Context: an optimization exercise on an open-source flow, tuned for small area and a short achievable clock period. The choices shown serve that exercise and are no tape-out recipe. The RTL was checked by simulation tests, not by an equivalence proof against the original design. Power and IR drop assume default switching activity.

## vtp_shim
module vtp_shim
(
    input  logic                           clk,
    input  logic                           reset,
    input  logic [52:0]                    afu_rd_req,
    input  logic [115:0]                   afu_wr_req,
    output logic                           afu_rd_almost_full,
    output logic                           afu_wr_almost_full,
    output logic [84:0]                    afu_rd_rsp,
    output logic [52:0]                    fiu_rd_req,
    output logic [115:0]                   fiu_wr_req,
    input  logic                           fiu_rd_almost_full,
    input  logic                           fiu_wr_almost_full,
    input  logic [84:0]                    fiu_rd_rsp,
    input  logic                           load_en,
    input  logic [2:0]                     load_idx,
    input  logic [53:0]                    load_entry,
    output logic                           fault,
    output logic [31:0]                    fault_vaddr
);
Size: ~2700 cells after synthesis, about 1100 flip-flops, ~610 I/O pins, about 39000 µm² of cells after synthesis.
export LEC_CHECK = 0
export CAP_MARGIN = 20
export CORE_MARGIN = 2
export CORE_UTILIZATION = 55
export SETUP_SLACK_MARGIN = 2.28
export SLEW_MARGIN = 20
create_clock -name core_clock -period 4.5 [get_ports {clk}]
standard.sh (not shown) runs the stock make flow with config.mk's settings and CLKGATE_MAP_FILE= SYNTH_SCRIPT=/design/flow/synth_recipe.tcl, a recipe that flattens the netlist after the stock synthesis.
==> flow/flow/run.sh <==
#!/bin/bash
# Standard ORFS layout, with the almost-full pins paired, plain buffers on the ports (stronger ones on inputs with a
# large fanout), footprint-free resizing and a clock tree of smaller buffers without
# dummy loads.
set -euo pipefail
HERE=$(pwd)
export DONT_BUFFER_PORTS=1
export PRE_GLOBAL_PLACE_TCL=$HERE/flow/ports.tcl
export PRE_IO_PLACEMENT_TCL=$HERE/flow/pins.tcl
export CTS_ARGS="-sink_clustering_enable -repair_clock_nets -dont_use_dummy_load -root_buf sky130_fd_sc_hd__clkbuf_16 -buf_list {sky130_fd_sc_hd__clkbuf_4 sky130_fd_sc_hd__clkbuf_8} -sink_clustering_size 12 -sink_clustering_max_diameter 40"
sed 's/CLKGATE_MAP_FILE= /CLKGATE_MAP_FILE= MATCH_CELL_FOOTPRINT=0 /' standard.sh > run_standard.sh
bash run_standard.sh > flow.log 2>&1
==> flow/flow/pins.tcl <==
# PRE hook of io_placement.tcl: keep each almost-full input next to the output it
# feeds combinationally, so that the path between them stays short.
set_io_pin_constraint -group -order -pin_names {fiu_rd_almost_full afu_rd_almost_full}
set_io_pin_constraint -group -order -pin_names {fiu_wr_almost_full afu_wr_almost_full}
==> flow/flow/ports.tcl <==
# Port buffering for global_place.tcl, run as its PRE hook. It does what the script
# would do (remove synthesis buffers, then buffer every input and output port), but
# with plain buffers, and a stronger buffer on inputs that fan out to several cells.
# The script's own remove_buffers call then has nothing left to do and is skipped so
# that it cannot take the port buffers out again.
if {$::env(GPL_TIMING_DRIVEN)} {
  remove_buffers
}
buffer_ports -inputs -buffer_cell sky130_fd_sc_hd__buf_1
buffer_ports -outputs -buffer_cell sky130_fd_sc_hd__buf_1
set strong [[ord::get_db] findMaster sky130_fd_sc_hd__buf_4]
set n 0
foreach inst [[ord::get_db_block] getInsts] {
  if {[[$inst getMaster] getName] ne "sky130_fd_sc_hd__buf_1"} { continue }
  if {![string match "input*" [$inst getName]]} { continue }
  set out [[$inst findITerm X] getNet]
  if {$out eq "NULL"} { continue }
  if {[llength [$out getITerms]] >= 10} {
    $inst swapMaster $strong
    incr n
  }
}
puts "ports.tcl: $n input buffers made sky130_fd_sc_hd__buf_4"
rename remove_buffers {}
proc remove_buffers {args} {}
The first run produced a clean layout.
Rerun with:
- CAP_MARGIN: 20 -> 5
- SETUP_SLACK_MARGIN: 2.28 -> 2.35
- SLEW_MARGIN: 20 -> 5
Utilization increases by 0.29 points. Combinational power increases by about 3%. Design area increases by 0.45%. Power increases by about 1%. Area after synthesis does not change. Sequential share of layout area decreases by 0.18 points. Count of clock-buffer cells in the layout increases by 7. Critical path depth decreases by 4.
Rerun with:
==> flow/flow/run.sh (replaced) <==
#!/bin/bash
# Standard ORFS layout, with plain buffers on the ports (stronger ones on inputs with a
# large fanout), footprint-free resizing and a clock tree of smaller buffers without
# dummy loads.
set -euo pipefail
HERE=$(pwd)
export DONT_BUFFER_PORTS=1
export PRE_GLOBAL_PLACE_TCL=$HERE/flow/ports.tcl
export CTS_ARGS="-sink_clustering_enable -repair_clock_nets -dont_use_dummy_load -root_buf sky130_fd_sc_hd__clkbuf_16 -buf_list sky130_fd_sc_hd__clkbuf_8 -sink_clustering_size 16 -sink_clustering_max_diameter 50"
sed 's/CLKGATE_MAP_FILE= /CLKGATE_MAP_FILE= MATCH_CELL_FOOTPRINT=0 /' standard.sh > run_standard.sh
bash run_standard.sh > flow.log 2>&1
- CAP_MARGIN: 5 -> 20
- SLEW_MARGIN: 5 -> 20
removed: flow/flow/pins.tcl
After rerunning: Combinational power stays flat. Final area hardly moves. Via count grows by 0.57%. Worst setup slack improves by 16 ps. Hold slack improves by 12 ps. Clock-buffer cell count shrinks by 44. Final cell count shrinks by 0.42%. Power shrinks by 4.0%. Core utilization shrinks by 0.15 points. Routed wire length grows by 1.5%.

---

The RTL this note starts from:
==> flow/design.v <==
`timescale 1ns/100ps
`default_nettype none
module vtp_shim
(
    input  logic                           clk,
    input  logic                           reset,
    input  logic [52:0]                    afu_rd_req,
    input  logic [115:0]                   afu_wr_req,
    output logic                           afu_rd_almost_full,
    output logic                           afu_wr_almost_full,
    output logic [84:0]                    afu_rd_rsp,
    output logic [52:0]                    fiu_rd_req,
    output logic [115:0]                   fiu_wr_req,
    input  logic                           fiu_rd_almost_full,
    input  logic                           fiu_wr_almost_full,
    input  logic [84:0]                    fiu_rd_rsp,
    input  logic                           load_en,
    input  logic [2:0]                     load_idx,
    input  logic [53:0]                    load_entry,
    output logic                           fault,
    output logic [31:0]                    fault_vaddr
);
    localparam int ENTRIES = 8;
    localparam int PB      = (32 - 6);
    logic [ENTRIES-1:0] ent_valid;
    logic [ENTRIES-1:0] ent_big;
    logic [PB-1:0]      ent_vpage [0:ENTRIES-1];
    logic [PB-1:0]      ent_ppage [0:ENTRIES-1];
    logic [ENTRIES-1:0] ld_we;
    always_comb
    begin
        for (int i = 0; i < ENTRIES; i++)
        begin
            ld_we[i] = load_en && (load_idx == 3'(i));
        end
    end
    always_ff @(posedge clk)
    begin
        if (!reset)
        begin
            ent_valid <= '0;
        end
        else if (load_en)
        begin
            ent_valid[load_idx] <= load_entry[53];
        end
    end
    always_ff @(posedge clk)
    begin
        for (int i = 0; i < ENTRIES; i++)
        begin
            if (ld_we[i])
            begin
                ent_big[i]   <= load_entry[52];
                ent_vpage[i] <= load_entry[51:26];
                ent_ppage[i] <= load_entry[25:0];
            end
        end
    end
    logic [ENTRIES-1:0] rd_pre;
    logic [ENTRIES-1:0] wr_pre;
    logic [ENTRIES-1:0] rd_sel_d;
    logic [ENTRIES-1:0] wr_sel_d;
    logic               rd_ld_match;
    logic               wr_ld_match;
    always_comb
    begin
        rd_ld_match = load_entry[53] && (load_entry[51:35] == afu_rd_req[31:15]) &&
                      (load_entry[52] || (load_entry[34:26] == afu_rd_req[14:6]));
        wr_ld_match = load_entry[53] && (load_entry[51:35] == afu_wr_req[31:15]) &&
                      (load_entry[52] || (load_entry[34:26] == afu_wr_req[14:6]));
        for (int i = 0; i < ENTRIES; i++)
        begin
            rd_pre[i] = afu_rd_req[51] && (ld_we[i] ? rd_ld_match :
                        (ent_valid[i] && (ent_vpage[i][PB-1:9] == afu_rd_req[31:15]) &&
                         (ent_big[i] || (ent_vpage[i][8:0] == afu_rd_req[14:6]))));
            wr_pre[i] = afu_wr_req[114] && (ld_we[i] ? wr_ld_match :
                        (ent_valid[i] && (ent_vpage[i][PB-1:9] == afu_wr_req[31:15]) &&
                         (ent_big[i] || (ent_vpage[i][8:0] == afu_wr_req[14:6]))));
        end
        for (int i = 0; i < ENTRIES; i += 2)
        begin
            rd_sel_d[i]   = rd_pre[i];
            wr_sel_d[i]   = wr_pre[i];
            rd_sel_d[i+1] = rd_pre[i+1] && !rd_pre[i];
            wr_sel_d[i+1] = wr_pre[i+1] && !wr_pre[i];
        end
    end
    logic [52:0]        rd_s1;
    logic [115:0]       wr_s1;
    logic [ENTRIES-1:0] rd_psel;
    logic [ENTRIES-1:0] wr_psel;
    always_ff @(posedge clk)
    begin
        rd_s1      <= afu_rd_req;
        wr_s1      <= afu_wr_req;
        rd_s1[52]  <= reset && afu_rd_req[52];
        wr_s1[115] <= reset && afu_wr_req[115];
        rd_psel    <= rd_sel_d;
        wr_psel    <= wr_sel_d;
    end
    logic [ENTRIES-1:0] rd_sel;
    logic [ENTRIES-1:0] wr_sel;
    logic [3:0]         rd_pair;
    logic [3:0]         wr_pair;
    logic               rd_hit;
    logic               wr_hit;
    logic [ENTRIES-1:0] rd_sel4k;
    logic [ENTRIES-1:0] wr_sel4k;
    logic               rd_small;
    logic               wr_small;
    logic [31:6]        rd_xaddr;
    logic [31:6]        wr_xaddr;
    always_comb
    begin
        for (int k = 0; k < 4; k++)
        begin
            rd_pair[k] = rd_psel[2*k] || rd_psel[2*k+1];
            wr_pair[k] = wr_psel[2*k] || wr_psel[2*k+1];
        end
        rd_sel = rd_psel;
        wr_sel = wr_psel;
        for (int k = 1; k < 4; k++)
        begin
            for (int j = 0; j < k; j++)
            begin
                if (rd_pair[j]) rd_sel[2*k+1 -: 2] = 2'b00;
                if (wr_pair[j]) wr_sel[2*k+1 -: 2] = 2'b00;
            end
        end
        rd_hit = |rd_pair;
        wr_hit = |wr_pair;
    end
    assign rd_sel4k = rd_sel & ~ent_big;
    assign wr_sel4k = wr_sel & ~ent_big;
    assign rd_small = |rd_sel4k;
    assign wr_small = |wr_sel4k;
    always_comb
    begin
        rd_xaddr[31:15] = {17{!rd_hit}} & rd_s1[31:15];
        wr_xaddr[31:15] = {17{!wr_hit}} & wr_s1[31:15];
        rd_xaddr[14:6]  = {9{!rd_small}} & rd_s1[14:6];
        wr_xaddr[14:6]  = {9{!wr_small}} & wr_s1[14:6];
        for (int i = 0; i < ENTRIES; i++)
        begin
            rd_xaddr[31:15] = rd_xaddr[31:15] | ({17{rd_sel[i]}} & ent_ppage[i][PB-1:9]);
            wr_xaddr[31:15] = wr_xaddr[31:15] | ({17{wr_sel[i]}} & ent_ppage[i][PB-1:9]);
            rd_xaddr[14:6]  = rd_xaddr[14:6] | ({9{rd_sel4k[i]}} & ent_ppage[i][8:0]);
            wr_xaddr[14:6]  = wr_xaddr[14:6] | ({9{wr_sel4k[i]}} & ent_ppage[i][8:0]);
        end
    end
    logic rd_miss;
    logic wr_miss;
    logic rd_miss_spec;
    logic rd_miss_hard;
    logic wr_miss_hard;
    assign rd_miss = rd_s1[52] && rd_s1[51] && !rd_hit;
    assign wr_miss = wr_s1[115] && wr_s1[114] && !wr_hit;
    always_ff @(posedge clk)
    begin
        fiu_rd_req[52]    <= reset && rd_s1[52] && !rd_miss;
        fiu_rd_req[50:32] <= rd_s1[50:32];
        fiu_rd_req[31:6]  <= rd_xaddr;
        fiu_rd_req[5:0]   <= rd_s1[5:0];
        rd_miss_spec      <= reset && rd_miss && rd_s1[50];
        rd_miss_hard      <= reset && rd_miss && !rd_s1[50];
        fiu_wr_req[115]    <= reset && wr_s1[115] && !wr_miss;
        fiu_wr_req[113:32] <= wr_s1[113:32];
        fiu_wr_req[31:6]   <= wr_xaddr;
        fiu_wr_req[5:0]    <= wr_s1[5:0];
        wr_miss_hard       <= reset && wr_miss;
    end
    assign fiu_rd_req[51]  = 1'b0;
    assign fiu_wr_req[114] = 1'b0;
    always_ff @(posedge clk)
    begin
        if (!reset)
        begin
            fault <= 1'b0;
        end
        else if (rd_miss_hard || wr_miss_hard)
        begin
            fault <= 1'b1;
        end
    end
    always_ff @(posedge clk)
    begin
        if (!fault)
        begin
            fault_vaddr <= rd_miss_hard ? fiu_rd_req[31:0] : fiu_wr_req[31:0];
        end
    end
    localparam int DEPTH = 8;
    logic [17:0]      fifo_mem [0:DEPTH-1];
    logic [2:0]       wr_ptr;
    logic [DEPTH-1:0] rd_oh;
    logic [3:0]       count;
    logic             err_af;
    logic [1:0]       cur_line;
    logic             last_line;
    logic [17:0]      head;
    logic [1:0]       next_len;
    logic [1:0]       enq_len;
    logic             do_enq;
    logic             do_deq;
    logic             inject;
    logic [3:0]       count_keep;
    logic [3:0]       count_pop;
    logic             last_keep;
    logic             last_pop;
    assign enq_len = fiu_rd_req[49:48];
    assign do_enq  = rd_miss_spec && !count[3];
    assign inject  = !fiu_rd_rsp[84] && (count != 4'd0);
    assign do_deq  = inject && last_line;
    always_comb
    begin
        head     = '0;
        next_len = '0;
        for (int k = 0; k < DEPTH; k++)
        begin
            head     = head | ({18{rd_oh[k]}} & fifo_mem[k]);
            next_len = next_len | ({2{rd_oh[k]}} & fifo_mem[(k + 1) % DEPTH][1:0]);
        end
    end
    assign count_keep = do_enq ? count + 4'd1 : count;
    assign count_pop  = do_enq ? count : count - 4'd1;
    assign last_keep  = inject ? (cur_line + 2'd1 == head[1:0]) :
                        (count == 4'd0) ? (enq_len == 2'd0) : last_line;
    assign last_pop   = (count == 4'd1) ? (enq_len == 2'd0) : (next_len == 2'd0);
    always_ff @(posedge clk)
    begin
        if (do_enq)
        begin
            fifo_mem[wr_ptr] <= {fiu_rd_req[47:32], enq_len};
        end
    end
    always_ff @(posedge clk)
    begin
        last_line <= do_deq ? last_pop : last_keep;
    end
    always_ff @(posedge clk)
    begin
        if (!reset)
        begin
            wr_ptr   <= '0;
            rd_oh    <= DEPTH'(1);
            count    <= '0;
            err_af   <= 1'b0;
            cur_line <= '0;
        end
        else
        begin
            wr_ptr <= wr_ptr + 3'(do_enq);
            if (do_deq)
            begin
                rd_oh  <= {rd_oh[DEPTH-2:0], rd_oh[DEPTH-1]};
                count  <= count_pop;
                err_af <= count_pop >= 4'(4);
            end
            else
            begin
                count  <= count_keep;
                err_af <= count_keep >= 4'(4);
            end
            if (inject)
            begin
                cur_line <= last_line ? 2'd0 : cur_line + 2'd1;
            end
        end
    end
    always_ff @(posedge clk)
    begin
        if (inject)
        begin
            afu_rd_rsp <= {1'b1, 1'b1, last_line, cur_line, head[17:2], 64'd0};
        end
        else
        begin
            afu_rd_rsp <= fiu_rd_rsp;
        end
        if (!reset)
        begin
            afu_rd_rsp[84] <= 1'b0;
        end
    end
    assign afu_rd_almost_full = fiu_rd_almost_full || err_af;
    assign afu_wr_almost_full = fiu_wr_almost_full;
endmodule
`default_nettype wire
==> flow/config.mk <==
export PLATFORM = sky130hd
export DESIGN_NAME = vtp_shim
export DESIGN_NICKNAME = vtp_shim
export VERILOG_FILES = /design/flow/design.v
export SDC_FILE = /design/flow/constraint.sdc
export NUM_CORES = 4
export LEC_CHECK = 0
export CAP_MARGIN = 20
export CORE_MARGIN = 2
export CORE_UTILIZATION = 55
export SETUP_SLACK_MARGIN = 2.42
export SLEW_MARGIN = 20
==> flow/constraint.sdc <==
create_clock -name core_clock -period 4.5 [get_ports {clk}]
set_input_delay 0.9000 -clock core_clock [delete_from_list [all_inputs] [get_ports {clk}]]
set_output_delay 0.9000 -clock core_clock [all_outputs]
set_load 0.01 [all_outputs]
==> flow/flow/run.sh <==
#!/bin/bash
# Standard ORFS layout, with the almost-full pins paired, plain buffers on the ports (stronger ones on inputs with a
# large fanout), footprint-free resizing and a clock tree of smaller buffers without
# dummy loads.
set -euo pipefail
HERE=$(pwd)
export DONT_BUFFER_PORTS=1
export PRE_GLOBAL_PLACE_TCL=$HERE/flow/ports.tcl
export PRE_IO_PLACEMENT_TCL=$HERE/flow/pins.tcl
export CTS_ARGS="-sink_clustering_enable -repair_clock_nets -dont_use_dummy_load -root_buf sky130_fd_sc_hd__clkbuf_16 -buf_list {sky130_fd_sc_hd__clkbuf_4 sky130_fd_sc_hd__clkbuf_8} -sink_clustering_size 12 -sink_clustering_max_diameter 40"
sed 's/CLKGATE_MAP_FILE= /CLKGATE_MAP_FILE= MATCH_CELL_FOOTPRINT=0 /' standard.sh > run_standard.sh
bash run_standard.sh > flow.log 2>&1
==> flow/flow/pins.tcl <==
# PRE hook of io_placement.tcl: keep each almost-full input next to the output it
# feeds combinationally, so that the path between them stays short.
set_io_pin_constraint -group -order -pin_names {fiu_rd_almost_full afu_rd_almost_full}
set_io_pin_constraint -group -order -pin_names {fiu_wr_almost_full afu_wr_almost_full}
Scripts as last shown in full above: flow/flow/ports.tcl
The starting point ran to the end with no violations.
Edit:
==> flow/flow/run.sh (replaced) <==
#!/bin/bash
# Standard ORFS layout, with plain buffers on the ports (stronger ones on inputs with a
# large fanout), footprint-free resizing and a clock tree of smaller buffers without
# dummy loads.
set -euo pipefail
HERE=$(pwd)
export DONT_BUFFER_PORTS=1
export PRE_GLOBAL_PLACE_TCL=$HERE/flow/ports.tcl
export CTS_ARGS="-sink_clustering_enable -repair_clock_nets -dont_use_dummy_load -root_buf sky130_fd_sc_hd__clkbuf_16 -buf_list sky130_fd_sc_hd__clkbuf_8 -sink_clustering_size 16 -sink_clustering_max_diameter 50"
sed 's/CLKGATE_MAP_FILE= /CLKGATE_MAP_FILE= MATCH_CELL_FOOTPRINT=0 /' standard.sh > run_standard.sh
bash run_standard.sh > flow.log 2>&1
--- a/flow/config.mk
+++ b/flow/config.mk
@@ -9,4 +9,4 @@
 export CORE_MARGIN = 2
-export CORE_UTILIZATION = 55
-export SETUP_SLACK_MARGIN = 2.42
+export CORE_UTILIZATION = 65
+export SETUP_SLACK_MARGIN = 2.35
 export SLEW_MARGIN = 20
removed: flow/flow/pins.tcl
Effect: The new run went through all stages and came out clean. Area after synthesis stays the same. Utilization goes up by 9.6 points. Combinational power went down by a few percent. Clock-buffer cell count goes down by 49. Routed wire length decreases by a few percent. Final area falls by a few percent. Flip-flop and latch count stays the same. Power came out lower by a few percent.

## port drivers added, routing unchanged
Ports are ideal in the flow. The routed layouts listed here were re-timed in OpenROAD. Step 1 (the two cells are an assumption about what drives the block):
set clk [get_ports {clk}]
set_driving_cell -lib_cell sky130_fd_sc_hd__clkbuf_16 $clk
set_driving_cell -lib_cell sky130_fd_sc_hd__buf_2 [delete_from_list [all_inputs] $clk]
Step 2 adds t to the input delays and takes it off the output delays; t is the mean of the earliest and latest rising clock arrival at the registers after step 1. Input paths then give back, and output paths get back, about the clock's delay inside the block. Three values: no drivers, after step 1, after step 2; two values: the first two.
| run | t (ns) | setup WS [ns] | slew at the worst register clock pin (ns) |
|---|---|---|---|
| the first run of note 1 | 0.711 | 2.230 / 2.230 / 1.562 | 0.08 / 0.08 |
| the second run of note 1 | 0.716 | 2.262 / 2.201 / 1.650 | 0.08 / 0.08 |
| the third run of note 1 | 0.662 | 2.278 / 2.222 / 1.683 | 0.10 / 0.10 |
| the first run of note 2 | 0.702 | 2.277 / 2.228 / 1.683 | 0.08 / 0.08 |
| the second run of note 2 | 0.657 | 2.243 / 2.236 / 1.635 | 0.10 / 0.10 |
After both steps every run listed still meets setup and hold. For the first run of note 1, which loses most, drivers alone change the setup slack by 0.000 ns; drivers and shift together by -0.668 ns.
